This is an optimization exercise on Yosys and OpenROAD, whose aim is small area, not a production implementation. The RTL was checked by simulation tests, not by an equivalence proof against the original design.

==> flow/design.v (excerpt) <==
module intra_recon_top (
    input  logic                 clk,
    input  logic                 rst_n,
    input  logic                 req_strobe,
    input  logic [107:0]         req,
    input  logic                 residue_strobe,
    input  logic [15:0][8:0]     residue,
    output logic                 recon_valid,
    output logic [15:0][7:0]     recon,
    output logic                 overflow_error,
    output logic                 order_error
);
==> flow/config.mk <==
export PLATFORM = sky130hd
export DESIGN_NAME = intra_recon_top
export DESIGN_NICKNAME = intra_recon_top
export VERILOG_FILES = /design/flow/design.v
export SDC_FILE = /design/flow/constraint.sdc
export NUM_CORES = 4
export LEC_CHECK = 0
export CAP_MARGIN = 20
export CORE_MARGIN = 2
export CORE_UTILIZATION = 40
export SLEW_MARGIN = 20
==> flow/constraint.sdc <==
create_clock -name core_clock -period 10.0 [get_ports {clk}]
set_input_delay 2.0000 -clock core_clock [delete_from_list [all_inputs] [get_ports {clk}]]
set_output_delay 2.0000 -clock core_clock [all_outputs]
set_load 0.01 [all_outputs]
standard.sh (not shown) runs the stock make flow with config.mk's settings and CLKGATE_MAP_FILE= SYNTH_SCRIPT=/design/flow/synth_recipe.tcl, a recipe that flattens the netlist after the stock synthesis.
==> flow/flow/run.sh <==
#!/bin/bash
# Standard ORFS layout, with smaller port buffers and a clock tree of smaller
# buffers without dummy loads. Every tool's output goes to a log here.
set -euo pipefail
export BUFFER_PORTS_ARGS="-buffer_cell sky130_fd_sc_hd__buf_1"
export CTS_ARGS="-sink_clustering_enable -repair_clock_nets -dont_use_dummy_load -buf_list sky130_fd_sc_hd__clkbuf_4 -root_buf sky130_fd_sc_hd__clkbuf_8 -sink_clustering_size 10 -sink_clustering_max_diameter 50 -sink_buffer_max_cap_derate 1.0"
bash standard.sh > flow_standard.log 2>&1
Then changed:
--- a/flow/design.v
+++ b/flow/design.v
@@ -70,15 +70,15 @@
                 | ({8{mh[3] | mh[7]}} & req[55:48])
                 | ({8{mh[4] | mh[5]}} & req[31:24])
                 | ({8{mh[6]}} & req[95:88]);
     assign s[7] = ({8{mh[0] | mh[2] | mh[4] | mh[5] | mh[7] | mh[8]}} & req[23:16])
                 | ({8{mh[1]}} & req[15:8])
                 | ({8{mh[3]}} & req[47:40])
                 | ({8{mh[6]}} & req[87:80]);
-    assign s[8] = mh[4] ? req[15:8] : {4'd0, req[107:104]};
+    assign s[8] = mh[4] ? req[15:8] : {mh[8:5], mh[3:0]};    
     assign entry = {mh[4], s};
 endmodule
 module pred_queue (
     input  logic                            clk,
     input  logic                            rst_n,
     input  logic                            req_strobe,
     input  logic [intra_pkg::ENTRY_W-1:0]   entry,
@@ -143,26 +143,20 @@
     input  logic [15:0][8:0]               residue,
     output logic                           recon_valid,
     output logic [15:0][7:0]               recon
 );
     logic [8:0][7:0]   s;      
     logic [7:0][7:0]   a2;     
     logic [7:0][7:0]   a3;     
-    logic [15:0]       md;     
     logic [8:0]        mh;     
     logic [15:0][7:0]  pred;
     logic [15:0][7:0]  sum_blk;
     logic              ddr;    
     assign ddr = head[72];
-    always_comb begin
-        md = 16'd0;
-        md[head[67:64]] = 1'b1;
-    end
-    assign mh = {md[8:5] & {4{!ddr}}, ddr, md[3] & !ddr, (md[2] | (|md[15:9])) & !ddr,
-                 md[1:0] & {2{!ddr}}};
+    assign mh  = {head[71:68] & {4{!ddr}}, ddr, head[67:64] & {4{!ddr}}};
     assign s[7:0] = head[63:0];
     assign s[8]   = ddr ? head[71:64] : head[63:56];
     function automatic logic [7:0] half_sum(logic [7:0] x, logic [7:0] y, logic cin);
         logic c;
         logic [8:0] t;
         c = cin;
         for (int n = 0; n < 8; n++) begin
The new run completed with no timing, DRC or antenna violations.
Clock-buffer cell count stays the same.
Flip-flop and latch count does not change.
Wire length went up by 8.1%.
Worst setup slack gets worse by 0.28 ns.
Via count went up by 0.60%.
Critical path depth went down by 2.
Cell area stays flat.
Clock skew went down by 0.014 ns.
Synthesized cell count went up by 1.0%.
Register-to-register slack gets worse by 0.28 ns.

==> static timing again, ports no longer ideal <==
How much do the figures lean on ideal ports? The routed layouts below were timed once more, with nothing changed but the port constraints.
Step 1 sets driving cells, clkbuf_16 on the clock port and buf_2 on the other inputs (assumed; they add their load-dependent delay and slew).
Step 2 moves the port delays by t, midway between the first and last clock arrival at a register: inputs arrive t later, outputs are due t later. That takes back most of the time a late clock gives input paths.
Slacks: ideal / step 1 / step 2; pairs: ideal / step 1.
| run | t, ns | setup WS [ns] | latest minus earliest clock arrival (ns) |
|---|---|---|---|
| the first run | 0.712 | 1.516 / 1.516 / 1.516 | 0.103 / 0.103 |
| the second run | 0.694 | 1.236 / 1.236 / 1.236 | 0.112 / 0.112 |
After both steps every run listed still meets setup and hold.
